This design comes from an exercise in tuning for small area, a short achievable clock period and few clock cycles per item on the open sky130 flow, not from production work.
RTL that was checked went through simulation tests only; none was proved equivalent to the original.
The RTL of runs 3 to 5 was laid out without a check of its function.
Power and IR drop assume default switching activity.

==> flow/design.v <==
`default_nettype none
package wqe_fetch_pkg;
    localparam int WQE_WIDTH  = 512;
    localparam int WQE_BYTES  = WQE_WIDTH / 8;
    localparam int ADDR_WIDTH = 32;
    localparam int QPID_LSB   = 328;
    localparam int QPID_WIDTH = 4;
    localparam int QPID_MSB   = QPID_LSB + QPID_WIDTH - 1;
    localparam int PAD_WIDTH  = WQE_WIDTH - QPID_MSB - 1;
    typedef logic [ADDR_WIDTH-1:0] addr_t;
    typedef union packed {
        logic [WQE_WIDTH-1:0] raw;
        struct packed {
            logic [PAD_WIDTH-1:0]  pad;
            logic [QPID_WIDTH-1:0] qpn;
            logic [QPID_LSB-1:0]   body;
        } f;
    } wqe_u;
endpackage
`default_nettype wire
`timescale 1ns/100ps
`default_nettype none
import wqe_fetch_pkg::*;
module wqe_fetch_top
#(
    parameter int MAX_QP   = 16,
    parameter int SQ_DEPTH = 4096,
    parameter int BODY     = 32          
)(
    input  logic                  clk,
    input  logic                  rst_n,
    output logic                  o_fetch_ready,
    input  logic                  i_arbit_val,
    input  logic [QPID_WIDTH-1:0] i_qp_idx,
    input  logic [MAX_QP-1:0]     i_active,
    input  logic [MAX_QP-1:0]     i_wqe_cache_alfull,
    input  logic [ADDR_WIDTH-1:0] i_sq_base,
    output logic [ADDR_WIDTH-1:0] o_axi_araddr,
    output logic                  o_axi_arvalid,
    input  logic                  i_axi_arready,
    input  logic [WQE_WIDTH-1:0]  i_axi_rdata,
    input  logic                  i_axi_rvalid,
    output logic                  o_axi_rready,
    output logic                  o_wqe_cache_wr,
    output logic [WQE_WIDTH-1:0]  o_wqe,
    input  logic [MAX_QP-1:0]     i_wqe_cache_full
);
    localparam int PI_WIDTH = $clog2(SQ_DEPTH);
    localparam int BA       = $clog2(BODY);
    localparam int OFF_LSB  = $clog2(WQE_BYTES);
    localparam int OFF_W    = ADDR_WIDTH - OFF_LSB;
    logic                  g_valid;
    logic [QPID_WIDTH-1:0] g_qp;
    logic [PI_WIDTH-1:0]   sq_pi  [MAX_QP];
    logic [MAX_QP-1:0]     pi_vld;
    logic                  ar_valid;
    logic [OFF_W-1:0]      ar_addr;
    logic                  hd_vld;
    logic [MAX_QP-1:0]     hd_sel;      
    logic [QPID_WIDTH-1:0] hd_qp;
    logic [QPID_WIDTH-1:0] body [BODY];
    logic [BA:0]           bwp;
    logic [BA:0]           brp;
    logic                  req_ok_q;
    logic                  grant;
    logic                  xfer;
    logic                  ar_fire;
    logic                  push;
    logic                  body_empty;
    logic                  body_full;
    logic                  to_head;
    logic [PI_WIDTH-1:0]   cur_pi;
    logic [QPID_WIDTH-1:0] hd_nxt;
    function automatic logic [OFF_W-1:0] prefix_add(input logic [OFF_W-1:0] a,
                                                    input logic [OFF_W-1:0] b);
        logic [OFF_W-1:0] g;
        logic [OFF_W-1:0] p;
        logic [OFF_W-1:0] gg;
        logic [OFF_W-1:0] pp;
        g  = a & b;
        p  = a ^ b;
        gg = g;
        pp = p;
        for (int l = 1; l < OFF_W; l = l * 2)
            for (int i = 0; i < OFF_W; i++)
                if ((i / l) % 2 == 1)
                begin
                    gg[i] = gg[i] | (pp[i] & gg[(i / l) * l - 1]);
                    pp[i] = pp[i] & pp[(i / l) * l - 1];
                end
        prefix_add = p ^ {gg[OFF_W-2:0], 1'b0};
    endfunction
    assign body_empty = (bwp == brp);
    assign body_full  = (bwp == {~brp[BA], brp[BA-1:0]});
    assign xfer          = g_valid & ~body_full & (~ar_valid | i_axi_arready);
    assign o_fetch_ready = req_ok_q & (~g_valid | xfer);
    assign grant         = i_arbit_val & o_fetch_ready;
    assign ar_fire       = ar_valid & i_axi_arready;
    assign cur_pi        = pi_vld[g_qp] ? sq_pi[g_qp] : '0;
    assign to_head       = ~hd_vld | (push & body_empty);
    always_ff @(posedge clk or negedge rst_n)
    begin
        if (!rst_n)
        begin
            g_valid  <= 1'b0;
            pi_vld   <= '0;
            ar_valid <= 1'b0;
            hd_vld   <= 1'b0;
            bwp      <= '0;
            brp      <= '0;
            req_ok_q <= 1'b0;
        end
        else
        begin
            req_ok_q <= (|i_active) & ~(&i_wqe_cache_alfull);
            if (grant)
                g_valid <= 1'b1;
            else if (xfer)
                g_valid <= 1'b0;
            if (xfer)
                pi_vld[g_qp] <= 1'b1;
            if (xfer)
                ar_valid <= 1'b1;
            else if (ar_fire)
                ar_valid <= 1'b0;
            if (xfer)
                hd_vld <= 1'b1;
            else if (push & body_empty)
                hd_vld <= 1'b0;
            if (xfer & ~to_head)
                bwp <= bwp + 1'b1;
            if (push & ~body_empty)
                brp <= brp + 1'b1;
        end
    end
    always_ff @(posedge clk)
    begin
        if (grant)
            g_qp <= i_qp_idx;
        if (xfer)
        begin
            sq_pi[g_qp] <= cur_pi + 1'b1;
            ar_addr <= prefix_add(i_sq_base[ADDR_WIDTH-1:OFF_LSB], OFF_W'({g_qp, cur_pi}));
        end
        if (xfer & ~to_head)
            body[bwp[BA-1:0]] <= g_qp;
        if ((xfer & to_head) | push)
        begin
            hd_sel <= MAX_QP'(1) << hd_nxt;
        end
    end
    assign o_axi_arvalid = ar_valid;
    assign o_axi_araddr  = {ar_addr, i_sq_base[OFF_LSB-1:0]};
    assign hd_nxt = (xfer & to_head) ? g_qp : body[brp[BA-1:0]];
    always_comb
    begin
        hd_qp = '0;
        for (int q = 0; q < MAX_QP; q++)
            if (hd_sel[q])
                hd_qp = hd_qp | QPID_WIDTH'(q);
    end
    assign o_wqe_cache_wr = i_axi_rvalid & hd_vld;
    assign o_axi_rready   = ~|(i_wqe_cache_full & hd_sel);
    assign push           = o_wqe_cache_wr & o_axi_rready;
    assign o_wqe          = {{PAD_WIDTH{1'b0}}, hd_qp, i_axi_rdata[QPID_LSB-1:0]};
endmodule
`default_nettype wire
==> flow/flow/run.sh <==
#!/bin/bash
# Standard layout with three changes: port buffers are buf_1, constant outputs share
# tie cells through per-port buffers (flow/ties.tcl), and CTS adds no dummy loads.
set -euo pipefail
here=$(pwd)
export BUFFER_PORTS_ARGS="-buffer_cell sky130_fd_sc_hd__buf_1"
export POST_GLOBAL_PLACE_TCL=$here/flow/ties.tcl
export CTS_ARGS="-sink_clustering_enable -repair_clock_nets -dont_use_dummy_load -buf_list {sky130_fd_sc_hd__clkbuf_4 sky130_fd_sc_hd__clkbuf_8} -sink_clustering_size 10 -sink_clustering_max_diameter 50"
bash standard.sh > standard.log 2>&1
==> flow/flow/ties.tcl <==
# Run after global placement (POST_GLOBAL_PLACE_TCL), once buffer_ports has run.
# The standard flow gives every constant output its own tie cell. Here each constant
# output gets a buf_1 in its tie's place instead, and neighbouring buffers share one
# tie cell, so far fewer tie cells are left with an unused, unextracted pin.
set block [ord::get_db_block]
set bufm [[ord::get_db] findMaster sky130_fd_sc_hd__buf_1]
set group 10
set ports {}
foreach inst [$block getInsts] {
  if {[[$inst getMaster] getName] ne "sky130_fd_sc_hd__conb_1"} { continue }
  foreach pin {LO HI} {
    set net [[$inst findITerm $pin] getNet]
    if {$net eq "NULL"} { continue }
    set bts [$net getBTerms]
    if {[llength $bts] != 1 || [llength [$net getITerms]] != 1} { continue }
    set bt [lindex $bts 0]
    set box [$bt getBBox]
    # order ports along the die edge so that a group's ports are neighbours
    lappend ports [list $pin [$box xMin] [$box yMin] $inst $net]
  }
}
proc edge_key {p} {
  lassign $p pin x y
  return [list $pin [expr {$x + 100000 * $y}]]
}
set ports [lsort -command {apply {{a b} {
  set ka [edge_key $a]; set kb [edge_key $b]
  if {[lindex $ka 0] ne [lindex $kb 0]} { return [string compare [lindex $ka 0] [lindex $kb 0]] }
  return [expr {[lindex $ka 1] < [lindex $kb 1] ? -1 : ([lindex $ka 1] > [lindex $kb 1])}]
}}} $ports]
set n 0
set k 0
set lastpin ""
foreach p $ports {
  lassign $p pin x y tie net
  set loc [$tie getLocation]
  if {$k % $group == 0 || $pin ne $lastpin} {
    set k 0
    set shared [odb::dbNet_create $block "tie_shared_$n"]
    set it [$tie findITerm $pin]
    $it disconnect
    $it connect $shared
  } else {
    odb::dbInst_destroy $tie
  }
  set b [odb::dbInst_create $block $bufm "tie_buf_$n"]
  $b setLocation [lindex $loc 0] [lindex $loc 1]
  $b setPlacementStatus PLACED
  [$b findITerm A] connect $shared
  [$b findITerm X] connect $net
  set lastpin $pin
  incr n
  incr k
}
puts "ties.tcl: $n constant outputs buffered from shared tie cells"
==> flow/standard.sh <==
#!/bin/bash
# synth_recipe.tcl (not shown) runs the flow's synth.tcl, then flattens the netlist and writes it again
# the make line also repeats each setting of config.mk as NAME=value (left out here)
make -C /OpenROAD-flow-scripts/flow DESIGN_CONFIG=/design/flow/config.mk WORK_HOME=/design/flow/orfs CLKGATE_MAP_FILE= SYNTH_SCRIPT=/design/flow/synth_recipe.tcl "${@:-finish}"
==> flow/config.mk <==
export PLATFORM = sky130hd
export DESIGN_NAME = wqe_fetch_top
export DESIGN_NICKNAME = wqe_fetch_top
export VERILOG_FILES = /design/flow/design.v
export SDC_FILE = /design/flow/constraint.sdc
export NUM_CORES = 4
export LEC_CHECK = 0
export CAP_MARGIN = 0
export CORE_AREA = 10 10 410 410
export DIE_AREA = 0 0 420 420
export SETUP_SLACK_MARGIN = 4.15
export SLEW_MARGIN = 0
==> flow/constraint.sdc <==
create_clock -name core_clock -period 8.0 [get_ports {clk}]
set_input_delay 1.6000 -clock core_clock [delete_from_list [all_inputs] [get_ports {clk}]]
set_output_delay 1.6000 -clock core_clock [all_outputs]
set_load 0.01 [all_outputs]
==> impl_metrics.json, run 1 <==
{
  "viasPerCell": 3.19,
  "drt_iter0_markers": 785,
  "status": "no timing/DRC/antenna violations",
  "yosys.area.top_type": "edfxtp_1",
  "path_delay_family": "compound AO/OA/AOI/OAI gates",
  "finalHoldViolCount": 0,
  "cts_tree": "done",
  "overflow": 0,
  "arrival_ps": 2520,
  "cts_root_buffer": "clkbuf_8",
  "placed_cell_area_um2": 20600,
  "combPwrFrac_pct": 24.2,
  "drc": 0,
  "fin_setup_tns_ps": 0,
  "r2r_setup_slack_ps": 4020,
  "rsz0062_at_grt": "yes",
  "dpl_worst_slack_ps": 2790,
  "setup_violations": 0,
  "slew_violations": 0,
  "cts.sinks": 402,
  "antenna_found_initial": 12,
  "clk_path_buf_depth": 3,
  "fin_skew_ps": 137,
  "worst_pin_slew_ps": 1170,
  "die_w_um": 420,
  "num_vias": 10800,
  "p_leak_nw": 6.67,
  "p_int_w": 0.00362,
  "ys_seq_elements": 402,
  "initial_utilization_pct": 13.1,
  "worst_ep_required_time_ps": 6400,
  "grt_max_degree": 41,
  "holdCritStartpoint": "pi_vld[15]",
  "wl_per_cell_um": 26.5,
  "cts_buffers": 49,
  "pwr-share-clk_pct": 24.2,
  "yosysMostFrequentCell": "buf_4",
  "crit_type": "in -> out",
  "reg2reg_from": "g_qp[0]",
  "cp-endpoint": "o_axi_rready",
  "postLayoutCellArea_um2": 22100,
  "synth_cells": 1445,
  "io_buffers": 116,
  "peakVddDrop_uv": 117,
  "path_max_fanout": 2,
  "p_sw_share_pct": 30.0,
  "synthArstFlopShare_pct": 7.96,
  "synth_top_area_share_pct": 53.0,
  "drt-pass1-iter-count": 4,
  "crit_start": "i_wqe_cache_full[13]",
  "fmax_ghz": 0.243,
  "syn_area_um2": 20700,
  "min_path_type": "reg -> reg",
  "switchingPower_w": 0.00155,
  "path_depth": 5,
  "yosys_warnings": 1,
  "drive_above_1_share_pct": 21.2,
  "ys.flop_type": "edfxtp_1",
  "fin_nets": 1943,
  "period_minus_slack_ps": 4120,
  "power_density_nw_per_um2": 235,
  "dp_hpwl_um": 71400,
  "ys_types": 48,
  "dieArea_um2": 176000,
  "clk_pin_slew_ps": 70,
  "reg2reg_depth": 14,
  "crit_chain": "buf_1 -> a22o_1 -> a221oi_2 -> and4_4 -> buf_6",
  "first_global_vias": 11100,
  "ys_seq_area_share_pct": 57.2,
  "finalPower_w": 0.00517,
  "drt-total-wl_um": 89600,
  "die_y_um": 420,
  "fin_crit_sh_pct": 51.5,
  "fin_ws_ps": 3880,
  "synth_edf_count": 366,
  "track_usage_pct": 9.55,
  "start_kind": "input pin",
  "rows": 146,
  "synth_common_cells": "buf_4, edfxtp_1, mux4_2",
  "area_growth_pct": 6.31,
  "pin_count": 1149,
  "synth_area_leaders": "edfxtp_1, buf_4, mux4_2",
  "r2r_end": "ar_addr[15]",
  "core_area_um2": 159000,
  "slew_headroom_pct": 21.5,
  "seq_power_share_pct": 51.7,
  "avgSynthCellArea_um2": 14.4,
  "grt_pass1_wl_um": 113000,
  "crit_slowest_cell": "and4_4",
  "postRouteAntennaNets": 0,
  "fin_hold_ws_ps": 456,
  "end_kind": "primary output",
  "clk_latency_ps": 690,
  "h-tree-depth": 2,
  "critPathMaxStageDelay_ps": 300,
  "drv_cap": 0,
  "path_buf_inv": 2
}
[through the flow]
step / util [%] / instances
floorplan: - / 1624
global placement: 12.9 / 3274
detailed placement: 13.0 / 3292
CTS: 13.8 / 3376
global route: 13.9 / 3384
finish: 13.9 / 3386
[area by class of cell]
cell class / count / area, um^2
antenna: 4 / 10.0
buffer: 180 / 676
clock buffer: 49 / 674
fill: 17500 / 137000
inverter: 14 / 52.6
multi-input combinational: 497 / 5150
sequential: 402 / 11900
tap: 2072 / 2590
timing repair buffer: 168 / 1010
[power by group through the flow]
stage | clock, W | combinational [W] | sequential, W
floorplan | 0 | 0.000997 | 0.00269
global placement | 0 | 0.00104 | 0.00274
detailed placement | 0 | 0.00109 | 0.00274
CTS | 0.00128 | 0.00123 | 0.00268
global route | 0.00135 | 0.00137 | 0.00269
finish | 0.00125 | 0.00125 | 0.00267
[state kept, by name, indices dropped and copies added, names as in the netlist, 4 cells and up, named ones only]
signal   flops
body       128
g_qp         4
bwp          6
hd_sel      16
brp          6
pi_vld      16
ar_addr     26
sq_pi      192
[cell families (layout without fill, tap and decap cells)]
kind of cell	Yosys count	after routing	share of synthesized area [%]
XOR/XNOR	42	42	1.77
AND/OR/NAND/NOR	215	215	5.24
multiplexers	116	116	11.5
AO/OA/AOI/OAI	76	76	2.58
adder cells (fa/ha/maj)	30	30	1.95
flip-flops	402	402	57.2
other	1	22	0.0181
buffers and inverters	563	411	19.7
[worst register-to-register path: cells and delay by family (launching register included)]
family	cells	cell delay [ps]
flip-flops	1	520
AND/OR/NAND/NOR	5	870
multiplexers	1	570
buffers and inverters	1	130
adder cells (fa/ha/maj)	2	550
AO/OA/AOI/OAI	4	950
XOR/XNOR	1	130
[how the worst min path moves through the flow]
stage,end,slack (ps),cells past startpoint
finish,pi_vld[15],460,1
global placement,pi_vld[5],430,1
CTS,pi_vld[13],460,1
floorplan,pi_vld[10],420,1
global route,pi_vld[15],470,1
detailed placement,pi_vld[13],440,1
[layer usage]
layer	vias to the layer above	global-route usage (%)	part of all wire, %	wire [um]
li1	4453	-	-	-
met1	5251	8.70	30	26800
met2	994	12.0	38	34200
met3	100	13.2	29	26200
met4	14	1.78	1.6	1450
met5	-	3.77	1.0	896
[placed cells by master, fill, tap and decap left out, drive strengths merged, types with 3 or more instances in the layout]
cell type	count
inv	14
dfrtp	32
ha	26
a22oi	8
diode	4
nand2b	4
o21ai	11
a211oi	3
nand4	7
a22o	6
o21a	3
or3	4
nand2	37
xor2	23
a21oi	13
or2	3
mux4	97
buf	345
and3	19
nor2b	7
nor3	9
clkbuf	50
edfxtp	366
nor4	27
conb	18
mux2	12
nand3b	3
a21o	19
mux2i	7
nand3	13
nor2	63
xnor2	19
a31oi	3
dfxtp	4
a221oi	6
and2	13
and4	3
fa	4
[what timing repair did]
action | CTS | global route
setup buffers | 33 | 6
hold buffers | 0 | 0
pin swaps | 14 | 9
cloned | 2 | 0
endpoints found under the setup margin | 315 | 109
hold endpoints to repair | 0 | 0
gates resized for setup | 62 | 12
Testbench counts, summed over its fixed seeds: cycles 11,267, items 8,000.
==> run 2, diff against run 1 <==
--- a/flow/design.v
+++ b/flow/design.v
@@ -57,6 +57,6 @@
     logic [OFF_W-1:0]      ar_addr;
     logic                  hd_vld;
+    logic [QPID_WIDTH-1:0] hd_qp;
     logic [MAX_QP-1:0]     hd_sel;      
-    logic [QPID_WIDTH-1:0] hd_qp;
     logic [QPID_WIDTH-1:0] body [BODY];
     logic [BA:0]           bwp;
@@ -147,4 +147,5 @@
         if ((xfer & to_head) | push)
         begin
+            hd_qp  <= hd_nxt;
             hd_sel <= MAX_QP'(1) << hd_nxt;
         end
@@ -153,11 +154,4 @@
     assign o_axi_araddr  = {ar_addr, i_sq_base[OFF_LSB-1:0]};
     assign hd_nxt = (xfer & to_head) ? g_qp : body[brp[BA-1:0]];
-    always_comb
-    begin
-        hd_qp = '0;
-        for (int q = 0; q < MAX_QP; q++)
-            if (hd_sel[q])
-                hd_qp = hd_qp | QPID_WIDTH'(q);
-    end
     assign o_wqe_cache_wr = i_axi_rvalid & hd_vld;
     assign o_axi_rready   = ~|(i_wqe_cache_full & hd_sel);
==> flow/flow/run.sh (replaced) <==
#!/bin/bash
# Standard layout with three changes: port buffers are buf_1, constant outputs share
# tie cells through per-port buffers (flow/ties.tcl), and CTS adds no dummy loads.
set -euo pipefail
here=$(pwd)
export BUFFER_PORTS_ARGS="-buffer_cell sky130_fd_sc_hd__buf_1"
export POST_GLOBAL_PLACE_TCL=$here/flow/ties.tcl
export CTS_ARGS="-sink_clustering_enable -repair_clock_nets -dont_use_dummy_load -buf_list {sky130_fd_sc_hd__clkbuf_2 sky130_fd_sc_hd__clkbuf_4 sky130_fd_sc_hd__clkbuf_8} -sink_clustering_size 6 -sink_clustering_max_diameter 25"
bash standard.sh > standard.log 2>&1
--- a/flow/config.mk
+++ b/flow/config.mk
@@ -6,7 +6,7 @@
 export NUM_CORES = 4
 export LEC_CHECK = 0
-export CAP_MARGIN = 0
+export CAP_MARGIN = 20
 export CORE_AREA = 10 10 410 410
 export DIE_AREA = 0 0 420 420
-export SETUP_SLACK_MARGIN = 4.15
-export SLEW_MARGIN = 0
+export SETUP_SLACK_MARGIN = 4.0
+export SLEW_MARGIN = 20
==> run 2 against run 1 <==
Via count decreased by 1.3%. Worst hold slack worse by 9.2 ps. Critical path depth did not move. Combinational power down 6%. Power grew 12%. Clock skew fell by 67 ps. Die area unchanged. Highest routed layer unchanged.
==> impl_metrics.json, run 2 <==
{
  "worst_pin_slew_ps": 1050,
  "layout.cells.non_filler": 3406,
  "drt_iter0_markers": 961,
  "yosys_warnings": 1,
  "overflow": 0,
  "num_vias": 10700,
  "avgSynthCellArea_um2": 14.4,
  "path_max_fanout": 2,
  "cp-endpoint": "o_axi_rready",
  "area_growth_pct": 8.37,
  "dieArea_um2": 176000,
  "worst_ep_required_time_ps": 6400,
  "fin_nets": 1964,
  "postRouteAntennaNets": 0,
  "setup_violations": 0,
  "synth_area_leaders": "edfxtp_1, buf_4, mux4_2",
  "cts_tree": "done",
  "initial_utilization_pct": 13.1,
  "drive_above_1_share_pct": 23.0,
  "crit_type": "in -> out",
  "placedCellCount": 3288,
  "period_minus_slack_ps": 4050,
  "clk_pin_slew_ps": 50,
  "syn_area_um2": 20800,
  "path_buf_inv": 2,
  "synthArstFlopShare_pct": 7.88,
  "synth_common_cells": "buf_4, edfxtp_1, mux4_2",
  "die_w_um": 420,
  "r2r_end": "ar_addr[25]",
  "finalPower_w": 0.00577,
  "fmax_ghz": 0.247,
  "r2r_setup_slack_ps": 4120,
  "p_leak_nw": 6.87,
  "core_area_um2": 159000,
  "largest_register_ffs": 192,
  "drv_cap": 0,
  "grt_max_degree": 49,
  "ys_types": 58,
  "first_global_vias": 10800,
  "crit_slowest_cell": "and4_4",
  "arrival_ps": 2450,
  "die_y_um": 420,
  "track_usage_pct": 7.65,
  "viasPerCell": 3.13,
  "final_cell_mix": "edfxtp_1, buf_1, clkbuf_8, mux4_2, nor2_1",
  "top_register": "sq_pi",
  "io_buffers": 116,
  "ys.flop_type": "edfxtp_1",
  "pin_count": 1149,
  "slew_violations": 0,
  "synth_cells": 1445,
  "clk_latency_ps": 650,
  "path_delay_family": "compound AO/OA/AOI/OAI gates",
  "peakVddDrop_uv": 118,
  "synth_top_area_share_pct": 53.4,
  "min_path_type": "reg -> reg",
  "h-tree-depth": 3,
  "finalHoldViolCount": 0,
  "slew_headroom_pct": 30.0,
  "ys_seq_area_share_pct": 57.6,
  "reg2reg_depth": 12,
  "path_depth": 5,
  "wl_per_cell_um": 21.5,
  "grt_pass1_wl_um": 94200,
  "drc": 0,
  "fin_crit_sh_pct": 50.6,
  "rsz0062_at_grt": "yes",
  "dp_hpwl_um": 55800,
  "antenna_found_initial": 10,
  "rows": 146,
  "drt-pass1-iter-count": 5,
  "end_kind": "primary output",
  "regArea_um2": 12000,
  "yosysMostFrequentCell": "buf_4",
  "yosys.area.top_type": "edfxtp_1",
  "final_common_cell": "edfxtp_1",
  "clk_path_buf_depth": 3,
  "ys_seq_elements": 406,
  "fin_setup_tns_ps": 0,
  "crit_start": "i_wqe_cache_full[9]",
  "fillers": 17500,
  "drt-total-wl_um": 73100,
  "cts_buffers": 100,
  "synth_edf_count": 370,
  "power_density_nw_per_um2": 256,
  "multi_input_area_um2": 5050,
  "fin_skew_ps": 70.5,
  "placed_cell_area_um2": 20700,
  "final_util_pct": 14.2,
  "start_kind": "input pin",
  "holdPathStages": 1,
  "status": "no timing/DRC/antenna violations",
  "critPathMaxStageDelay_ps": 270,
  "cts_root_buffer": "clkbuf_8",
  "crit_chain": "buf_6 -> a22o_1 -> a221oi_2 -> and4_4 -> buf_6",
  "cts.sinks": 406,
  "crit_path_frequent_cell": "buf_6",
  "postLayoutCellArea_um2": 22600
}
-- run 2: power by group --
group	leakage (nW)	internal (W)	switching, W
sequential	3.78	0.00261	0.000104
clock	0.719	0.00108	0.000797
combinational	2.37	0.000472	0.000709
-- run 2: cell families after synthesis --
| family | count (synthesis) | share of synthesized area (%) |
|---|---|---|
| AOI/OAI and AO/OA | 77 | 2.69 |
| xor gates and xnor gates | 46 | 1.93 |
| adders and majority gates | 30 | 1.95 |
| buffers and inverters | 575 | 19.8 |
| DFF | 406 | 57.6 |
| muxes | 108 | 11.3 |
| other | 1 | 0.0180 |
| and+or+nand+nor | 202 | 4.72 |
-- run 2: layer usage --
metal,up-vias,track usage [%],share of wire [%]
met5,-,3.83,1.3
met4,16,4.36,6.0
met3,266,6.79,21
met2,799,10.8,42
met1,5116,7.18,30
li1,4476,-,-
-- run 2: worst min-delay path by stage --
| stage | to | from | slack [ps] |
|---|---|---|---|
| after floorplan | pi_vld[10] | pi_vld[10] | 420 |
| after global placement | pi_vld[6] | pi_vld[6] | 430 |
| after detailed placement | pi_vld[3] | pi_vld[3] | 440 |
| after CTS | pi_vld[9] | pi_vld[9] | 450 |
| after global routing | pi_vld[9] | pi_vld[9] | 460 |
| final | pi_vld[13] | pi_vld[13] | 450 |
-- run 2: final cells by class --
type / instances / area share [%]
flip-flops and latches: 406 / 53.2
multi-input cells: 481 / 22.4
well taps: 2072 / 11.5
clock buffers: 100 / 6.10
repair buffers: 141 / 3.44
plain buffers: 180 / 2.99
inverters: 23 / 0.383
diodes: 3 / 0.0333
-- run 2: per-stage QoR --
| stage | worst slack (ps) | hold slack, ps |
|---|---|---|
| global placement | 3260 | 434 |
| detailed placement | 3300 | 443 |
| floorplan | 4010 | 423 |
| finish | 3950 | 447 |
| global route | 3920 | 464 |
| CTS | 3960 | 451 |
-- run 2: timing repair --
item                                    4_1_cts  5_1_grt
pin swaps                                     5        7
endpoints found under the setup margin       84       33
gates cloned                                  0        2
setup buffers                                 9        4
hold buffers                                  0        0
resized for setup                            34       23
Testbench counts of run 2, summed over its fixed seeds: cycles 11,267, items 8,000.
==> run 3, diff against run 2 <==
--- a/flow/design.v
+++ b/flow/design.v
@@ -57,16 +57,17 @@
     logic [OFF_W-1:0]      ar_addr;
     logic                  hd_vld;
+    logic [MAX_QP-1:0]     hd_sel;      
     logic [QPID_WIDTH-1:0] hd_qp;
-    logic [MAX_QP-1:0]     hd_sel;      
     logic [QPID_WIDTH-1:0] body [BODY];
     logic [BA:0]           bwp;
     logic [BA:0]           brp;
     logic                  req_ok_q;
+    logic                  fr_a;
     logic                  grant;
     logic                  xfer;
     logic                  ar_fire;
     logic                  push;
-    logic                  body_empty;
-    logic                  body_full;
+    logic                  body_empty;   
+    logic                  body_full;    
     logic                  to_head;
     logic [PI_WIDTH-1:0]   cur_pi;
@@ -91,8 +92,20 @@
         prefix_add = p ^ {gg[OFF_W-2:0], 1'b0};
     endfunction
-    assign body_empty = (bwp == brp);
-    assign body_full  = (bwp == {~brp[BA], brp[BA-1:0]});
     assign xfer          = g_valid & ~body_full & (~ar_valid | i_axi_arready);
-    assign o_fetch_ready = req_ok_q & (~g_valid | xfer);
+    assign o_fetch_ready = fr_a | (req_ok_q & ~body_full & i_axi_arready);
+    logic                  req_ok;
+    logic                  g_valid_d;
+    logic                  ar_valid_d;
+    logic [BA:0]           bwp_d;
+    logic [BA:0]           brp_d;
+    logic                  body_full_d;
+    logic                  body_empty_d;
+    assign req_ok      = (|i_active) & ~(&i_wqe_cache_alfull);
+    assign g_valid_d   = grant | (g_valid & ~xfer);
+    assign ar_valid_d  = xfer | (ar_valid & ~ar_fire);
+    assign bwp_d       = bwp + (BA+1)'(xfer & ~to_head);
+    assign brp_d       = brp + (BA+1)'(push & ~body_empty);
+    assign body_full_d  = (bwp_d == {~brp_d[BA], brp_d[BA-1:0]});
+    assign body_empty_d = (bwp_d == brp_d);
     assign grant         = i_arbit_val & o_fetch_ready;
     assign ar_fire       = ar_valid & i_axi_arready;
@@ -110,8 +123,14 @@
             brp      <= '0;
             req_ok_q <= 1'b0;
+            fr_a     <= 1'b0;
+            body_full  <= 1'b0;
+            body_empty <= 1'b1;
         end
         else
         begin
-            req_ok_q <= (|i_active) & ~(&i_wqe_cache_alfull);
+            req_ok_q <= req_ok;
+            fr_a     <= req_ok & (~g_valid_d | (~body_full_d & ~ar_valid_d));
+            body_full  <= body_full_d;
+            body_empty <= body_empty_d;
             if (grant)
                 g_valid <= 1'b1;
@@ -128,8 +147,6 @@
             else if (push & body_empty)
                 hd_vld <= 1'b0;
-            if (xfer & ~to_head)
-                bwp <= bwp + 1'b1;
-            if (push & ~body_empty)
-                brp <= brp + 1'b1;
+            bwp <= bwp_d;
+            brp <= brp_d;
         end
     end
@@ -147,5 +164,4 @@
         if ((xfer & to_head) | push)
         begin
-            hd_qp  <= hd_nxt;
             hd_sel <= MAX_QP'(1) << hd_nxt;
         end
@@ -154,4 +170,11 @@
     assign o_axi_araddr  = {ar_addr, i_sq_base[OFF_LSB-1:0]};
     assign hd_nxt = (xfer & to_head) ? g_qp : body[brp[BA-1:0]];
+    always_comb
+    begin
+        hd_qp = '0;
+        for (int q = 0; q < MAX_QP; q++)
+            if (hd_sel[q])
+                hd_qp = hd_qp | QPID_WIDTH'(q);
+    end
     assign o_wqe_cache_wr = i_axi_rvalid & hd_vld;
     assign o_axi_rready   = ~|(i_wqe_cache_full & hd_sel);
==> flow/flow/run.sh (replaced) <==
#!/bin/bash
# Standard layout with four changes: port buffers are buf_1, constant outputs share
# tie cells through per-port buffers (flow/ties.tcl), o_axi_rready gets a shallow
# cone of its own (flow/rready.tcl), and CTS adds no dummy loads.
set -euo pipefail
here=$(pwd)
export BUFFER_PORTS_ARGS="-buffer_cell sky130_fd_sc_hd__buf_1"
export POST_GLOBAL_PLACE_TCL=$here/flow/ties.tcl
export POST_FLOORPLAN_TCL=$here/flow/rready.tcl
export CTS_ARGS="-sink_clustering_enable -repair_clock_nets -dont_use_dummy_load -buf_list {sky130_fd_sc_hd__clkbuf_4 sky130_fd_sc_hd__clkbuf_8} -sink_clustering_size 10 -sink_clustering_max_diameter 50"
bash standard.sh > standard.log 2>&1
==> flow/flow/rready.tcl (new file) <==
# Run at the end of floorplan (POST_FLOORPLAN_TCL). Rebuilds the cone that drives
# o_axi_rready = ~|(i_wqe_cache_full & hd_sel) as a shallow tree (a22oi, nand4, nor2)
# used only by the port; the cone synthesis made keeps driving the internal loads.
set block [ord::get_db_block]
set db [ord::get_db]
set pnet [[$block findBTerm o_axi_rready] getNet]
set inet [odb::dbNet_create $block rready_int]
foreach it [$pnet getITerms] {
  $it disconnect
  $it connect $inet
}
proc cell {master name} {
  set m [[ord::get_db] findMaster $master]
  return [odb::dbInst_create [ord::get_db_block] $m $name]
}
proc pin {inst term net} {
  [$inst findITerm $term] connect $net
}
set full {}
set sel {}
for {set i 0} {$i < 16} {incr i} {
  lappend full [[$block findBTerm "i_wqe_cache_full\[$i\]"] getNet]
  set n [$block findNet "hd_sel\\\[$i\\\]"]
  if {$n eq "NULL"} { set n [$block findNet "hd_sel\[$i\]"] }
  if {$n eq "NULL"} { error "rready.tcl: no net hd_sel\[$i\]" }
  lappend sel $n
}
set y {}
for {set k 0} {$k < 8} {incr k} {
  set c [cell sky130_fd_sc_hd__a22oi_1 rready_a22oi_$k]
  set n [odb::dbNet_create $block rready_y$k]
  pin $c A1 [lindex $full [expr {2 * $k}]]
  pin $c A2 [lindex $sel [expr {2 * $k}]]
  pin $c B1 [lindex $full [expr {2 * $k + 1}]]
  pin $c B2 [lindex $sel [expr {2 * $k + 1}]]
  pin $c Y $n
  lappend y $n
}
set z {}
for {set j 0} {$j < 2} {incr j} {
  set c [cell sky130_fd_sc_hd__nand4_1 rready_nand4_$j]
  set n [odb::dbNet_create $block rready_z$j]
  foreach t {A B C D} k {0 1 2 3} { pin $c $t [lindex $y [expr {4 * $j + $k}]] }
  pin $c Y $n
  lappend z $n
}
set c [cell sky130_fd_sc_hd__nor2_1 rready_nor2]
pin $c A [lindex $z 0]
pin $c B [lindex $z 1]
pin $c Y $pnet
puts "rready.tcl: o_axi_rready rebuilt as a22oi/nand4/nor2"
--- a/flow/config.mk
+++ b/flow/config.mk
@@ -6,7 +6,7 @@
 export NUM_CORES = 4
 export LEC_CHECK = 0
-export CAP_MARGIN = 20
+export CAP_MARGIN = 0
 export CORE_AREA = 10 10 410 410
 export DIE_AREA = 0 0 420 420
-export SETUP_SLACK_MARGIN = 4.0
-export SLEW_MARGIN = 20
+export SETUP_SLACK_MARGIN = 4.2
+export SLEW_MARGIN = 0
==> run 3 against run 2 <==
Register-to-register slack got worse by 370 ps. Highest routed layer unchanged. Maximum frequency decreased by 4.6%. Power increased by 2.8%. Core utilization decreased by 0.083 points. Combinational power increased by 53%. Flip-flop and latch count decreased by 1. Still clean. First-iteration DRC count decreased by 12%.
==> impl_metrics.json, run 3 <==
{
  "status": "no timing/DRC/antenna violations",
  "ys.flop_type": "edfxtp_1",
  "r2r_setup_slack_ps": 3750,
  "core_area_um2": 159000,
  "drt-pass1-iter-count": 6,
  "holdCritStartpoint": "pi_vld[2]",
  "grt_max_degree": 43,
  "dpl_worst_slack_ps": 2430,
  "track_usage_pct": 9.70,
  "drc": 0,
  "synth_common_cells": "buf_4, edfxtp_1, mux4_2",
  "clk_pin_slew_ps": 70,
  "antenna_found_initial": 6,
  "drive_above_1_share_pct": 23.8,
  "fmax_ghz": 0.235,
  "setup_violations": 0,
  "largest_register_ffs": 192,
  "syn_area_um2": 20800,
  "cts_tree": "done",
  "cts_buffers": 47,
  "power_density_nw_per_um2": 264,
  "synth_edf_count": 366,
  "fin_setup_tns_ps": 0,
  "p_int_w": 0.00404,
  "path_max_fanout": 7,
  "fin_nets": 1954,
  "postRouteAntennaNets": 0,
  "worst_ep_required_time_ps": 8340,
  "pwr-share-clk_pct": 20.4,
  "crit_type": "reg -> reg",
  "rsz0062_at_grt": "yes",
  "arrival_ps": 4580,
  "finalHoldViolCount": 0,
  "clk_latency_ps": 620,
  "synth_cells": 1446,
  "worst_pin_slew_ps": 1320,
  "pin_count": 1149,
  "end_kind": "flop",
  "switchingPower_w": 0.00190,
  "die_w_um": 420,
  "wl_per_cell_um": 27.2,
  "io_buffers": 116,
  "peakVddDrop_uv": 95.7,
  "fin_hold_ws_ps": 457,
  "min_path_type": "reg -> reg",
  "synth_top_area_share_pct": 52.7,
  "fin_crit_sh_pct": 53.1,
  "reg2reg_from": "g_qp[0]",
  "cts_root_buffer": "clkbuf_8",
  "holdPathStages": 1,
  "drt_iter0_markers": 849,
  "min_to": "pi_vld[2]",
  "r2r_end": "ar_addr[25]",
  "seq_power_share_pct": 49.1,
  "period_minus_slack_ps": 4250,
  "combPwrFrac_pct": 30.5,
  "synthArstFlopShare_pct": 8.64,
  "drt-total-wl_um": 92300,
  "die_y_um": 420,
  "fin_skew_ps": 102,
  "finalPower_w": 0.00593,
  "h-tree-depth": 2,
  "final_util_pct": 14.1,
  "yosys.area.top_type": "edfxtp_1",
  "slew_headroom_pct": 11.5,
  "first_global_vias": 10700,
  "initial_utilization_pct": 13.1,
  "rows": 146,
  "final_cell_mix": "edfxtp_1, buf_1, mux4_2, nor2_1, nand2_1",
  "slew_violations": 0,
  "area_growth_pct": 7.65,
  "top_register": "sq_pi",
  "ys_seq_area_share_pct": 57.3,
  "cts.sinks": 405,
  "dp_hpwl_um": 74900,
  "num_vias": 10600,
  "ys_types": 55,
  "yosys_warnings": 1,
  "yosysMostFrequentCell": "buf_4",
  "synth_area_leaders": "edfxtp_1, buf_4, mux4_2",
  "reg2reg_depth": 17,
  "grt_pass1_wl_um": 113000,
  "avgSynthCellArea_um2": 14.4,
  "overflow": 0,
  "start_kind": "flop",
  "clk_path_buf_depth": 3,
  "p_sw_share_pct": 32.0,
  "hold_buffers": 0,
  "fin_ws_ps": 3750,
  "drv_cap": 0,
  "viasPerCell": 3.12,
  "p_leak_nw": 6.74,
  "dieArea_um2": 176000,
  "ys_seq_elements": 405,
  "final_common_cell": "edfxtp_1"
}
run 3: cell type report:
| type | count | area, um^2 |
|---|---|---|
| antenna | 1 | 2.50 |
| buffer | 180 | 676 |
| clock buffer | 47 | 647 |
| fill | 17400 | 136000 |
| inverter | 16 | 61.3 |
| multi-input combinational | 503 | 5440 |
| sequential | 405 | 12000 |
| tap | 2072 | 2590 |
| timing repair buffer | 170 | 1050 |
run 3: routing by layer:
metal	vias to the layer above	wire length, um	part of all wire [%]	global-route usage [%]
met5	-	456	0.49	1.94
met4	10	5200	5.6	5.14
met3	270	25700	28	12.4
met2	664	41000	44	14.9
met1	5138	19900	22	6.17
li1	4498	-	-	-
run 3: per-stage QoR:
stage	cells	cell area, um^2
after global placement	3288	20900
after floorplan	1625	21700
final	3394	22400
after detailed placement	3306	21000
after global routing	3394	22400
after CTS	3383	22200
run 3: worst max path at each step:
| stage | start | endpoint | slack [ps] | depth (start not counted) |
|---|---|---|---|---|
| after floorplan | g_qp[0] | ar_addr[17] | 3930 | 16 |
| after global placement | flop | ar_addr[17] | 2510 | 13 |
| after detailed placement | flop | ar_addr[17] | 2430 | 13 |
| after CTS | g_qp[0] | ar_addr[25] | 3760 | 18 |
| after global routing | g_qp[0] | ar_addr[22] | 3610 | 18 |
| final | g_qp[0] | ar_addr[25] | 3750 | 17 |
run 3: timing repair:
action	CTS	global route
gates cloned	2	0
buffers inserted	28	10
gates resized for setup	55	36
setup endpoints to repair	188	90
hold endpoints to repair	0	0
pin swaps	19	36
run 3: logic make-up after synthesis:
family | Yosys count | synth area share (%)
AOI/OAI and AO/OA | 79 | 2.78
xor gates and xnor gates | 42 | 1.77
adders and majority gates | 30 | 1.95
buffers and inverters | 567 | 19.8
DFF | 405 | 57.3
muxes | 104 | 10.8
other | 1 | 0.0180
and+or+nand+nor | 218 | 5.49
run 3: power by group through the flow:
stage | logic, W | registers [W] | clock network [W]
after floorplan | 0.00130 | 0.00292 | 0
after detailed placement | 0.00151 | 0.00298 | 0
after global routing | 0.00196 | 0.00294 | 0.00132
after global placement | 0.00146 | 0.00298 | 0
final | 0.00181 | 0.00291 | 0.00121
after CTS | 0.00173 | 0.00291 | 0.00125
run 3: critical path: stages, from the launching register on:
cell and delay (ps):
edfxtp_1 460, buf_6 160, mux4_2 520, mux2i_4 240, mux2_4 310, nand2b_1 200, inv_1 140, ha_1 300
a21o_1 140, nand4_1 120, a21o_1 240, a21oi_4 150, buf_12 150, a211oi_4 60, buf_4 140, buf_12 130
nor4_4 310, xor2_1 120
==> run 4, diff against run 3 <==
--- a/flow/config.mk
+++ b/flow/config.mk
@@ -9,4 +9,4 @@
 export CORE_AREA = 10 10 410 410
 export DIE_AREA = 0 0 420 420
-export SETUP_SLACK_MARGIN = 4.2
+export SETUP_SLACK_MARGIN = 4.0
 export SLEW_MARGIN = 0
==> run 4 against run 3 <==
First-iteration DRC count down 21%. Area after synthesis unchanged. Flip-flop and latch count unchanged. Count of clock-buffer cells in the layout down 1. Power down 0.43%. Core utilization down 0.059 points. Maximum frequency up 3.3%. Clock power about the same. Critical path type unchanged. Highest routed layer unchanged. Sequential power about the same. Wire length up 8.2%.
==> impl_metrics.json, run 4 <==
{
  "p_leak_nw": 6.74,
  "fin_nets": 1966,
  "postLayoutCellArea_um2": 22300,
  "cts.sinks": 405,
  "syn_area_um2": 20800,
  "peakVddDrop_uv": 96.9,
  "clk_path_buf_depth": 3,
  "ys_types": 55,
  "worst_pin_slew_ps": 1210,
  "viasPerCell": 3.13,
  "final_cell_mix": "edfxtp_1, buf_1, mux4_2, buf_4, nor2_1",
  "critPathMaxStageDelay_ps": 380,
  "finalHoldViolCount": 0,
  "dieArea_um2": 176000,
  "placed_cell_area_um2": 20900,
  "initial_utilization_pct": 13.1,
  "cts_buffers": 46,
  "largest_register_ffs": 192,
  "rsz0062_at_grt": "yes",
  "wl_per_cell_um": 29.3,
  "crit_path_frequent_cell": "buf_4",
  "synth_area_leaders": "edfxtp_1, buf_4, mux4_2",
  "synth_edf_count": 366,
  "synth_cells": 1446,
  "fin_skew_ps": 70.2,
  "dpl_worst_slack_ps": 2820,
  "path_delay_family": "compound AO/OA/AOI/OAI gates",
  "synth_common_cells": "buf_4, edfxtp_1, mux4_2",
  "drc": 0,
  "period_minus_slack_ps": 4110,
  "postRouteAntennaNets": 0,
  "fin_crit_sh_pct": 51.4,
  "antenna_found_initial": 7,
  "power_density_nw_per_um2": 264,
  "drv_cap": 0,
  "drive_above_1_share_pct": 23.5,
  "synth_top_area_share_pct": 52.7,
  "overflow": 0,
  "first_global_vias": 10900,
  "drt-total-wl_um": 99800,
  "track_usage_pct": 10.6,
  "arrival_ps": 4430,
  "start_kind": "flop",
  "rows": 146,
  "ys_seq_area_share_pct": 57.3,
  "setup_violations": 0,
  "slew_headroom_pct": 18.9,
  "ys_seq_elements": 405,
  "grt_pass1_wl_um": 122000,
  "path_buf_inv": 3,
  "num_vias": 10700,
  "area_growth_pct": 7.20,
  "clk_latency_ps": 620,
  "worst_ep_required_time_ps": 8320,
  "path_max_fanout": 7,
  "crit_chain": "buf_4 -> mux4_2 -> mux2i_4 -> buf_4 -> mux2_4 -> nor2_2 -> ha_4 -> and3_4 -> a221o_1 -> nor3_2 -> a21oi_4 -> a211oi_4 -> inv_1 -> ha_2 -> xor2_2",
  "crit_type": "reg -> reg",
  "die_w_um": 420,
  "cts_root_buffer": "clkbuf_8",
  "io_buffers": 116,
  "status": "no timing/DRC/antenna violations",
  "avgSynthCellArea_um2": 14.4,
  "h-tree-depth": 2,
  "yosysMostFrequentCell": "buf_4",
  "fin_ws_ps": 3890,
  "pin_count": 1149,
  "end_kind": "flop",
  "crit_slowest_cell": "edfxtp_1",
  "slew_violations": 0,
  "hold_buffers": 0,
  "core_area_um2": 159000,
  "top_register": "sq_pi",
  "clk_pin_slew_ps": 80,
  "drt-pass1-iter-count": 5,
  "yosys_warnings": 1,
  "min_path_type": "reg -> reg",
  "ys.flop_type": "edfxtp_1",
  "yosys.area.top_type": "edfxtp_1",
  "fmax_ghz": 0.243,
  "fin_setup_tns_ps": 0,
  "cts_tree": "done",
  "final_common_cell": "edfxtp_1",
  "grt_max_degree": 44,
  "drt_iter0_markers": 670,
  "die_y_um": 420,
  "synthArstFlopShare_pct": 8.64,
  "dp_hpwl_um": 83000
}
-- run 4: path summary, 6_finish.rpt --
path                       cells past startpoint  slack [ps]           to       from
max                                           15        3890  ar_addr[17]    g_qp[0]
min                                            1         460    pi_vld[1]  pi_vld[1]
max reg2reg                                   15        3890  ar_addr[17]    g_qp[0]
min reg2reg                                    1         460    pi_vld[1]  pi_vld[1]
max in group asynchronous                      1        6140       brp[1]      rst_n
min in group asynchronous                      1        1110    pi_vld[0]      rst_n
-- run 4: repair_timing --
action,CTS,global route
setup endpoints to repair,152,64
buffers inserted,36,8
gates cloned,2,1
pin swaps,21,13
resized for setup,49,24
-- run 4: stage by stage --
stage | utilization [%] | std cells | hold WS [ps] | total power (W)
6_report | 14.1 | 3407 | 459 | 0.00591
5_1_grt | 14.1 | 3407 | 468 | 0.00618
4_1_cts | 13.9 | 3396 | 463 | 0.00590
3_5_place_dp | 13.2 | 3312 | 445 | 0.00451
3_3_place_gp | 13.1 | 3294 | 436 | 0.00444
2_1_floorplan | - | 1625 | 423 | 0.00418
-- run 4: area by class of cell --
class                      instances  area [um^2]
fill                           17500       136000
inverter                          16         60.1
buffer                           180          676
multi-input combinational        503         5370
antenna                            2         5.00
tap                             2072         2590
timing repair buffer             183         1050
clock buffer                      46          633
sequential                       405        12000
-- run 4: kinds of logic (layout without fill, tap and decap cells) --
logic type	count (synthesis)	in the layout	synth area share (%)
other cells	1	20	0.0180
xor+xnor	42	42	1.77
simple gates	218	221	5.49
compound gates	79	87	2.78
flops	405	405	57.3
fa+ha+maj	30	30	1.95
mux	104	105	10.8
buf+inv	567	425	19.8
-- run 4: layer usage --
layer  routed length (um)  track usage [%]
met5                  775             3.20
met4                 6460             6.29
met3                26700             13.0
met2                45800             16.8
met1                20100             6.35
-- run 4: worst register-to-register path, delay by kind of cell (launching register included) --
kind                     cells  cell delay [ps]
AO/OA/AOI/OAI                3              900
XOR/XNOR                     1              170
adder cells (fa/ha/maj)      2              470
buffers and inverters        3              450
flip-flops                   1              380
multiplexers                 3              800
AND/OR/NAND/NOR              3              670
-- run 4: report_power, final --
part | switching, W | internal [W] | leakage, nW
Clock | 0.000691 | 0.000511 | 0.331
Sequential | 0.000126 | 0.00278 | 3.77
Combinational | 0.00109 | 0.000707 | 2.63
==> run 5, diff against run 4 <==
--- a/flow/flow/run.sh
+++ b/flow/flow/run.sh
@@ -8,4 +8,4 @@
 export POST_GLOBAL_PLACE_TCL=$here/flow/ties.tcl
 export POST_FLOORPLAN_TCL=$here/flow/rready.tcl
-export CTS_ARGS="-sink_clustering_enable -repair_clock_nets -dont_use_dummy_load -buf_list {sky130_fd_sc_hd__clkbuf_4 sky130_fd_sc_hd__clkbuf_8} -sink_clustering_size 10 -sink_clustering_max_diameter 50"
+export CTS_ARGS="-sink_clustering_enable -repair_clock_nets -dont_use_dummy_load -buf_list {sky130_fd_sc_hd__clkbuf_2 sky130_fd_sc_hd__clkbuf_4 sky130_fd_sc_hd__clkbuf_8} -sink_clustering_size 6 -sink_clustering_max_diameter 25"
 bash standard.sh > standard.log 2>&1
==> run 5 against run 4 <==
Clock power is 39% higher. Highest routed layer unchanged. Via count is 1.3% higher. Critical path type unchanged. Worst hold slack worse by 6.2 ps. Still clean on timing, DRC and antenna. Largest cell class unchanged. Critical path depth increased by 1.
==> impl_metrics.json, run 5 <==
{
  "status": "no timing/DRC/antenna violations",
  "r2r_setup_slack_ps": 3900,
  "antenna_found_initial": 7,
  "finalHoldViolCount": 0,
  "die_y_um": 420,
  "grt_pass1_wl_um": 122000,
  "overflow": 0,
  "crit_type": "reg -> reg",
  "rows": 146,
  "slew_violations": 0,
  "drt-total-wl_um": 100000,
  "fin_hold_ws_ps": 453,
  "synth_fa_ha_area_share_pct": 1.95,
  "final_common_cell": "edfxtp_1",
  "r2r_end": "ar_addr[17]",
  "worst_pin_slew_ps": 1200,
  "grt_max_degree": 44,
  "drc": 0,
  "synth-compound-area-share_pct": 2.78,
  "ys_seq_area_share_pct": 57.3,
  "p_leak_nw": 6.90,
  "path_delay_family": "compound AO/OA/AOI/OAI gates",
  "crit_chain": "buf_12 -> mux4_2 -> a22o_1 -> a221oi_4 -> nor2_4 -> ha_4 -> fa_2 -> a21o_1 -> nand4_1 -> a21o_1 -> a21oi_4 -> a211oi_4 -> buf_6 -> inv_4 -> ha_4 -> xor2_2",
  "h-tree-depth": 3,
  "cts.sinks": 405,
  "power_density_nw_per_um2": 280,
  "rsz0062_at_grt": "yes",
  "critPathMaxStageDelay_ps": 500,
  "pin_count": 1149,
  "die_w_um": 420,
  "first_global_vias": 11200,
  "synthArstFlopShare_pct": 8.64,
  "peakVddDrop_uv": 128,
  "final_util_pct": 14.3,
  "wl_per_cell_um": 29.2,
  "synth_top_area_share_pct": 52.7,
  "yosysMostFrequentCell": "buf_4",
  "placedCellCount": 3312,
  "cp-endpoint": "ar_addr[17]",
  "drive_above_1_share_pct": 24.3,
  "layout.cells.non_filler": 3428,
  "dieArea_um2": 176000,
  "path_buf_inv": 3,
  "cts_root_buffer": "clkbuf_8",
  "start_kind": "flop",
  "synth_cells": 1446,
  "path_depth": 16,
  "core_area_um2": 159000,
  "dp_hpwl_um": 83000,
  "postRouteAntennaNets": 0,
  "clk_path_buf_depth": 3,
  "initial_utilization_pct": 13.1,
  "yosys.area.top_type": "edfxtp_1",
  "num_vias": 10800,
  "fin_setup_tns_ps": 0,
  "reg2reg_depth": 16,
  "min_path_type": "reg -> reg",
  "io_buffers": 116,
  "setup_violations": 0,
  "fin_crit_sh_pct": 51.2,
  "slew_headroom_pct": 19.2,
  "period_minus_slack_ps": 4100,
  "synth_top_family_by_area": "buffers and inverters",
  "end_kind": "flop",
  "ys.flop_type": "edfxtp_1",
  "drt-pass1-iter-count": 4,
  "synth_area_leaders": "edfxtp_1, buf_4, mux4_2",
  "arrival_ps": 4470,
  "final_cell_mix": "edfxtp_1, buf_1, mux4_2, clkbuf_8, nor2_1",
  "synth.area.mux_share_pct": 10.8,
  "track_usage_pct": 10.7,
  "cts_tree": "done",
  "syn_area_um2": 20800,
  "avgSynthCellArea_um2": 14.4,
  "worst_ep_required_time_ps": 8380,
  "drv_cap": 0,
  "yosys.area_share.simple_pct": 5.49,
  "path_max_fanout": 8,
  "fmax_ghz": 0.244,
  "area_growth_pct": 8.71,
  "ys_types": 55,
  "ys_seq_elements": 405,
  "top_register": "sq_pi",
  "clk_latency_ps": 680,
  "finalPower_w": 0.00634,
  "fin_skew_ps": 95.4,
  "synth-xor-area-share_pct": 1.77,
  "yosys_warnings": 1,
  "drt_iter0_markers": 612,
  "largest_register_ffs": 192,
  "synth_common_cells": "buf_4, edfxtp_1, mux4_2",
  "fin_nets": 1987,
  "cts_buffers": 80,
  "viasPerCell": 3.15,
  "clk_pin_slew_ps": 50,
  "synth_edf_count": 366,
  "crit_slowest_cell": "mux4_2"
}
## run 5: cell types whose count changed in the layout (fill, tap and decap cells not counted), sizes merged
cell	change
buf	-11
bufbuf	-1
clkbuf	+33
## run 5: cell families after synthesis
logic type,after synthesis
mux,104
other cells,1
flops,405
compound gates,79
fa+ha+maj,30
xor+xnor,42
buf+inv,567
simple gates,218
## run 5: worst min path at each step
stage / start / endpoint / slack (ps) / cells after the start
after floorplan: pi_vld[10] / pi_vld[10] / 420 / 1
after global placement: pi_vld[10] / pi_vld[10] / 440 / 1
after detailed placement: pi_vld[1] / pi_vld[1] / 440 / 1
after CTS: pi_vld[1] / pi_vld[1] / 460 / 1
after global routing: pi_vld[1] / pi_vld[1] / 460 / 1
final: pi_vld[1] / pi_vld[1] / 450 / 1
## run 5: cell type report
| class | count | area [um^2] |
|---|---|---|
| flip-flops and latches | 405 | 12000 |
| fillers | 17500 | 136000 |
| multi-input cells | 503 | 5330 |
| plain buffers | 180 | 676 |
| inverters | 16 | 62.6 |
| well taps | 2072 | 2590 |
| clock buffers | 80 | 1100 |
| repair buffers | 170 | 931 |
| diodes | 2 | 5.00 |
## run 5: where the power goes
| part | leakage (nW) | internal (W) | switching (W) |
|---|---|---|---|
| clock network | 0.575 | 0.000875 | 0.000795 |
| registers | 3.77 | 0.00279 | 0.000128 |
| logic | 2.55 | 0.000678 | 0.00108 |
## run 5: metrics by stage
step / instance area, um^2 / setup slack, ps
3_5_place_dp: 20900 / 2820
2_1_floorplan: 21600 / 3930
6_report: 22700 / 3900
3_3_place_gp: 20800 / 2870
5_1_grt: 22700 / 3800
4_1_cts: 22500 / 3840
## run 5: worst register-to-register path, cell delays in order (launching register included)
cell      delay, ps
dfxtp_4         490
buf_12          170
mux4_2          500
a22o_1          270
a221oi_4        260
nor2_4          100
ha_4            170
fa_2            410
a21o_1          180
nand4_1         130
a21o_1          210
a21oi_4         150
a211oi_4        330
buf_6           150
inv_4            30
ha_4            150
xor2_2          150
## run 5: repair_timing
item,CTS,global route
endpoints found under the hold margin,0,0
buffers inserted,25,7
gates resized for setup,40,30
cloned,1,1
hold buffers,0,0
pin swaps,12,12
setup endpoints to repair,143,48
## run 5: metal layers
| layer | wire (um) | share of wire (%) | GRT usage [%] | up-vias |
|---|---|---|---|---|
| met5 | 830 | 0.83 | 3.42 | - |
| met4 | 5790 | 5.8 | 6.00 | 12 |
| met3 | 27000 | 27 | 13.4 | 268 |
| met2 | 46600 | 46 | 16.9 | 727 |
| met1 | 20000 | 20 | 6.28 | 5244 |
| li1 | - | - | - | 4560 |
==> run 6, diff against run 5 <==
--- a/flow/design.v
+++ b/flow/design.v
@@ -51,4 +51,5 @@
     localparam int OFF_W    = ADDR_WIDTH - OFF_LSB;
     logic                  g_valid;
+    logic [MAX_QP-1:0]     g_sel;       
     logic [QPID_WIDTH-1:0] g_qp;
     logic [PI_WIDTH-1:0]   sq_pi  [MAX_QP];
@@ -110,5 +111,16 @@
     assign grant         = i_arbit_val & o_fetch_ready;
     assign ar_fire       = ar_valid & i_axi_arready;
-    assign cur_pi        = pi_vld[g_qp] ? sq_pi[g_qp] : '0;
+    always_comb
+    begin
+        cur_pi = '0;
+        g_qp   = '0;
+        for (int q = 0; q < MAX_QP; q++)
+        begin
+            if (g_sel[q] & pi_vld[q])
+                cur_pi = cur_pi | sq_pi[q];
+            if (g_sel[q])
+                g_qp = g_qp | QPID_WIDTH'(q);
+        end
+    end
     assign to_head       = ~hd_vld | (push & body_empty);
     always_ff @(posedge clk or negedge rst_n)
@@ -138,5 +150,5 @@
                 g_valid <= 1'b0;
             if (xfer)
-                pi_vld[g_qp] <= 1'b1;
+                pi_vld <= pi_vld | g_sel;
             if (xfer)
                 ar_valid <= 1'b1;
@@ -154,8 +166,10 @@
     begin
         if (grant)
-            g_qp <= i_qp_idx;
+            g_sel <= MAX_QP'(1) << i_qp_idx;
+        for (int q = 0; q < MAX_QP; q++)
+            if (xfer & g_sel[q])
+                sq_pi[q] <= cur_pi + 1'b1;
         if (xfer)
         begin
-            sq_pi[g_qp] <= cur_pi + 1'b1;
             ar_addr <= prefix_add(i_sq_base[ADDR_WIDTH-1:OFF_LSB], OFF_W'({g_qp, cur_pi}));
         end
--- a/flow/flow/run.sh
+++ b/flow/flow/run.sh
@@ -8,4 +8,4 @@
 export POST_GLOBAL_PLACE_TCL=$here/flow/ties.tcl
 export POST_FLOORPLAN_TCL=$here/flow/rready.tcl
-export CTS_ARGS="-sink_clustering_enable -repair_clock_nets -dont_use_dummy_load -buf_list {sky130_fd_sc_hd__clkbuf_2 sky130_fd_sc_hd__clkbuf_4 sky130_fd_sc_hd__clkbuf_8} -sink_clustering_size 6 -sink_clustering_max_diameter 25"
+export CTS_ARGS="-sink_clustering_enable -repair_clock_nets -dont_use_dummy_load -buf_list {sky130_fd_sc_hd__clkbuf_4 sky130_fd_sc_hd__clkbuf_8} -sink_clustering_size 10 -sink_clustering_max_diameter 50"
 bash standard.sh > standard.log 2>&1
--- a/flow/config.mk
+++ b/flow/config.mk
@@ -9,4 +9,4 @@
 export CORE_AREA = 10 10 410 410
 export DIE_AREA = 0 0 420 420
-export SETUP_SLACK_MARGIN = 4.0
+export SETUP_SLACK_MARGIN = 4.2
 export SLEW_MARGIN = 0
==> run 6 against run 5 <==
Clock skew shrank 22 ps. Worst hold slack better by 72 ps. Area after synthesis up 0.31%. Worst setup slack gained 150 ps. Count of clock-buffer cells in the layout is 32 lower. Sequential share of layout area grew 2.2 points. Global-route usage fell by 0.99 points. Via count up 12%. Maximum frequency is 3.8% higher. Sequential power grew 3%. Highest routed layer unchanged.
==> impl_metrics.json, run 6 <==
{
  "fmax_ghz": 0.253,
  "setup_violations": 0,
  "ys_seq_area_share_pct": 58.5,
  "power_density_nw_per_um2": 247,
  "dp_hpwl_um": 74200,
  "clk_latency_ps": 630,
  "synth_edf_count": 378,
  "drt-pass1-iter-count": 5,
  "worst_ep_required_time_ps": 6400,
  "antenna_found_initial": 5,
  "worst_pin_slew_ps": 1320,
  "min_path_type": "reg -> reg",
  "drt_iter0_markers": 1128,
  "yosysMostFrequentCell": "buf_4",
  "overflow": 0,
  "h-tree-depth": 2,
  "period_minus_slack_ps": 3950,
  "ys_types": 60,
  "p_leak_nw": 6.57,
  "avgSynthCellArea_um2": 12.8,
  "drive_above_1_share_pct": 15.4,
  "hold_buffers": 0,
  "p_int_w": 0.00382,
  "end_kind": "primary output",
  "placed_cell_area_um2": 20900,
  "pwr-share-clk_pct": 22.1,
  "fin_setup_tns_ps": 0,
  "final_cell_mix": "edfxtp_1, buf_1, nand3_1, nor2_1, buf_4",
  "top_register": "sq_pi",
  "slew_headroom_pct": 12.3,
  "ys_seq_elements": 413,
  "rsz0062_at_grt": "yes",
  "ys.flop_type": "edfxtp_1",
  "crit_type": "in -> out",
  "clk_path_buf_depth": 3,
  "viasPerCell": 3.37,
  "synth_cells": 1630,
  "seq_power_share_pct": 54.8,
  "reg2reg_from": "pi_vld[12]",
  "slew_violations": 0,
  "synth_common_cells": "buf_4, edfxtp_1, nand3_1",
  "area_growth_pct": 6.46,
  "yosys.area.top_type": "edfxtp_1",
  "synthArstFlopShare_pct": 8.47,
  "rows": 146,
  "path_max_fanout": 2,
  "cts_root_buffer": "clkbuf_8",
  "initial_utilization_pct": 13.2,
  "die_y_um": 420,
  "die_w_um": 420,
  "grt_max_degree": 43,
  "drc": 0,
  "num_vias": 12100,
  "final_util_pct": 14.0,
  "yosys_warnings": 2,
  "pin_count": 1149,
  "final_common_cell": "edfxtp_1",
  "cts.sinks": 413,
  "first_global_vias": 11900,
  "drv_cap": 0,
  "start_kind": "input pin",
  "grt_pass1_wl_um": 115000,
  "dieArea_um2": 176000,
  "drt-total-wl_um": 91700,
  "synth_area_leaders": "edfxtp_1, buf_4, dfrtp_1",
  "cts_tree": "done",
  "status": "no timing/DRC/antenna violations",
  "cts_buffers": 48,
  "arrival_ps": 2350,
  "wl_per_cell_um": 25.6,
  "switchingPower_w": 0.00168,
  "combPwrFrac_pct": 23.1,
  "synth_top_area_share_pct": 54.3,
  "core_area_um2": 159000,
  "fin_crit_sh_pct": 49.3,
  "fin_nets": 2136,
  "fin_skew_ps": 73.4,
  "track_usage_pct": 9.67,
  "r2r_setup_slack_ps": 4280,
  "holdCritStartpoint": "g_valid",
  "clk_pin_slew_ps": 60,
  "syn_area_um2": 20900,
  "p_sw_share_pct": 30.5,
  "io_buffers": 116,
  "postRouteAntennaNets": 0,
  "largest_register_ffs": 192,
  "crit_start": "i_wqe_cache_full[8]",
  "finalHoldViolCount": 0,
  "peakVddDrop_uv": 103,
  "postLayoutCellArea_um2": 22300
}
[run 6: cell count changes after synthesis, moves of 19 or more]
cell      before  now
and3_1         3   23
nand3_1       12  152
mux4_2        93   15
nand4_1        8   31
mux2i_1        2   24
a32oi_1        0   25
clkbuf_1      16   35
[run 6: worst paths after layout]
check	to	depth (start not counted)
setup / recovery	o_axi_rready	5
hold / removal	g_valid	1
setup reg to reg	ar_addr[9]	11
hold reg to reg	g_valid	1
max in group asynchronous	brp[1]	2
min in group asynchronous	pi_vld[12]	2
[run 6: logic make-up (layout without fill, tap and decap cells)]
kind of cell    count (synthesis)  in the layout  share of synthesized area, %
flops                         413            413                          58.5
simple gates                  421            424                          10.5
buf+inv                       578            429                          19.7
compound gates                 96            104                          3.58
mux                            56             56                          4.43
fa+ha+maj                      24             24                          1.58
xor+xnor                       41             41                          1.72
other cells                     1             19                        0.0179
[run 6: what timing repair did]
item,in CTS,in global routing
setup buffers,29,18
cloned,1,0
pin swaps,8,8
resized for setup,41,34
endpoints found under the setup margin,39,18
[run 6: worst max-delay path, cell delays in order]
cell and delay (ps):
buf_8 100, a22oi_2 180, nand4_1 140, nor2_2 170, buf_2 160
[run 6: metal layers]
layer / track usage (%) / up-vias / wire (um)
met5: 2.32 / - / 581
met4: 4.88 / 6 / 5080
met3: 12.0 / 273 / 25700
met2: 14.0 / 849 / 38900
met1: 7.14 / 5774 / 21500
li1: - / 5161 / -
[run 6: power by group through the flow]
stage	clock [W]	sequential [W]	combinational (W)
final	0.00122	0.00301	0.00127
after global routing	0.00133	0.00304	0.00137
after CTS	0.00124	0.00301	0.00123
after detailed placement	0	0.00308	0.00113
after global placement	0	0.00307	0.00109
after floorplan	0	0.00302	0.000941
[run 6: layout make-up]
class / instances / area [um^2]
multi-input cells: 667 / 4980
repair buffers: 180 / 1030
plain buffers: 180 / 676
flip-flops and latches: 413 / 12200
inverters: 20 / 78.8
well taps: 2072 / 2590
fillers: 17600 / 136000
diodes: 1 / 2.50
repair inverters: 1 / 5.00
clock buffers: 48 / 661
[run 6: through the flow]
step                power, W  worst slack, ps  hold WS [ps]  cells
floorplan            0.00396             3880           478   1809
global placement     0.00416             3150           501   3467
detailed placement   0.00422             3090           514   3485
CTS                  0.00548             4080           534   3563
global route         0.00574             4030           554   3582
finish               0.00550             4050           525   3582
Testbench counts of run 6, summed over its fixed seeds: cycles 11,267, items 8,000.
==> run 7, diff against run 6 <==
--- a/flow/config.mk
+++ b/flow/config.mk
@@ -9,4 +9,4 @@
 export CORE_AREA = 10 10 410 410
 export DIE_AREA = 0 0 420 420
-export SETUP_SLACK_MARGIN = 4.2
+export SETUP_SLACK_MARGIN = 4.1
 export SLEW_MARGIN = 0
==> run 7 against run 6 <==
Still clean on timing, DRC and antenna. Maximum frequency grew 1.1%. Sequential power is essentially flat. Via count shrank 1.1%. Non-clock buffer count shrank 11. Register-to-register slack lost 50 ps. Worst hold slack gained 14 ps. Clock skew shrank 15 ps. Global-route usage is essentially flat. Core utilization shrank 0.098 points. Synthesized cell count is the same. Die area is the same. Largest power group unchanged.
==> impl_metrics.json, run 7 <==
{
  "synth_area_leaders": "edfxtp_1, buf_4, dfrtp_1",
  "slew_headroom_pct": 9.84,
  "ys_seq_area_share_pct": 58.5,
  "clk_pin_slew_ps": 60,
  "r2r_setup_slack_ps": 4230,
  "area_growth_pct": 5.72,
  "grt_max_degree": 43,
  "cts_buffers": 48,
  "yosysMostFrequentCell": "buf_4",
  "fmax_ghz": 0.256,
  "ys.flop_type": "edfxtp_1",
  "synth_top_area_share_pct": 54.3,
  "worst_pin_slew_ps": 1340,
  "largest_register_ffs": 192,
  "cp-endpoint": "o_axi_rready",
  "p_sw_share_pct": 30.6,
  "fin_skew_ps": 58.7,
  "layout.cells.non_filler": 3571,
  "route.met2.wl_um": 37800,
  "drive_above_1_share_pct": 14.2,
  "fin_hold_ws_ps": 539,
  "cts.sinks": 413,
  "ys_types": 60,
  "fin_nets": 2125,
  "setup_violations": 0,
  "p_leak_nw": 6.48,
  "drv_cap": 0,
  "arrival_ps": 2300,
  "period_minus_slack_ps": 3900,
  "drt-total-wl_um": 92200,
  "fin_crit_sh_pct": 48.8,
  "final_util_pct": 13.9,
  "num_vias": 11900,
  "io_buffers": 116,
  "multi_input_area_um2": 4960,
  "die_w_um": 420,
  "synth_edf_count": 378,
  "ys_seq_elements": 413,
  "top_register": "sq_pi",
  "path_max_fanout": 2,
  "seq_power_share_pct": 54.9,
  "r2r_end": "ar_addr[9]",
  "wl_met1_um": 21500,
  "slew_violations": 0,
  "syn_area_um2": 20900,
  "status": "no timing/DRC/antenna violations",
  "wl_per_cell_um": 25.8,
  "power_density_nw_per_um2": 248,
  "drt_iter0_markers": 860,
  "yosys_warnings": 2,
  "dp_hpwl_um": 74200,
  "start_kind": "input pin",
  "postRouteAntennaNets": 0,
  "fillers": 17600,
  "final_cell_mix": "edfxtp_1, buf_1, nand3_1, nor2_1, buf_4",
  "drc": 0,
  "wl_met3_um": 26700,
  "die_y_um": 420,
  "synth_cells": 1630,
  "first_global_vias": 11700,
  "placedCellCount": 3485,
  "yosys.area.top_type": "edfxtp_1",
  "end_kind": "primary output",
  "synth_common_cells": "buf_4, edfxtp_1, nand3_1",
  "crit_type": "in -> out",
  "rsz0062_at_grt": "yes",
  "antenna_found_initial": 3,
  "highest_layer": "met4",
  "synthArstFlopShare_pct": 8.47,
  "viasPerCell": 3.34,
  "overflow": 0
}
## run 7: cells by family (layout without fill, tap and decap cells)
group	Yosys count	after routing	share of synthesized area, %
buffers and inverters	578	418	19.7
AND/OR/NAND/NOR	421	424	10.5
flip-flops	413	413	58.5
AO/OA/AOI/OAI	96	104	3.58
multiplexers	56	56	4.43
XOR/XNOR	41	41	1.72
adder cells (fa/ha/maj)	24	24	1.58
other	1	19	0.0179
## run 7: worst min-delay path by stage
stage	start	end	slack, ps	cells after the start
after detailed placement	g_valid	g_valid	520	1
after global placement	g_valid	g_valid	500	1
final	g_valid	g_valid	540	1
after global routing	brp[5]	brp[5]	570	2
after floorplan	body_full	ar_valid	480	1
after CTS	g_valid	g_valid	540	1
## run 7: critical path, stage by stage
cell and delay (ps):
buf_1 100, a22oi_2 200, nand4_1 140, nor2_2 140
buf_6 120
## run 7: per-layer routing
layer  up-vias  global-route usage (%)
met2       792                    13.5
li1       5125                       -
met3       277                    12.3
met1      5739                    7.21
met4         0                    5.87
met5         -                  0.0547
## run 7: area by class of cell
cell class | count | area share, %
antenna | 1 | 0.0113
buffer | 180 | 3.06
clock buffer | 48 | 2.99
inverter | 20 | 0.357
multi-input combinational | 667 | 22.5
sequential | 413 | 55.3
tap | 2072 | 11.7
timing repair buffer | 169 | 4.05
timing repair inverter | 1 | 0.0226
## run 7: power by group through the flow
| stage | Sequential (W) | Clock, W | Combinational, W |
|---|---|---|---|
| after global placement | 0.00307 | 0 | 0.00109 |
| after CTS | 0.00302 | 0.00125 | 0.00119 |
| after floorplan | 0.00302 | 0 | 0.000941 |
| final | 0.00301 | 0.00122 | 0.00125 |
| after global routing | 0.00304 | 0.00134 | 0.00135 |
| after detailed placement | 0.00308 | 0 | 0.00113 |
## run 7: metrics by stage
| step | setup slack (ps) | cell area [um^2] | power, W |
|---|---|---|---|
| after floorplan | 3880 | 21700 | 0.00396 |
| final | 4100 | 22100 | 0.00548 |
| after CTS | 4070 | 21800 | 0.00546 |
| after global routing | 4030 | 22100 | 0.00573 |
| after detailed placement | 3120 | 20900 | 0.00422 |
| after global placement | 3170 | 20800 | 0.00416 |
## run 7: timing repair
item                                    in CTS  in global routing
buffers inserted                            14                 22
hold buffers                                 0                  0
pin swaps                                    3                 11
endpoints found under the setup margin      20                 19
gates cloned                                 1                  0
gates resized for setup                     23                 36
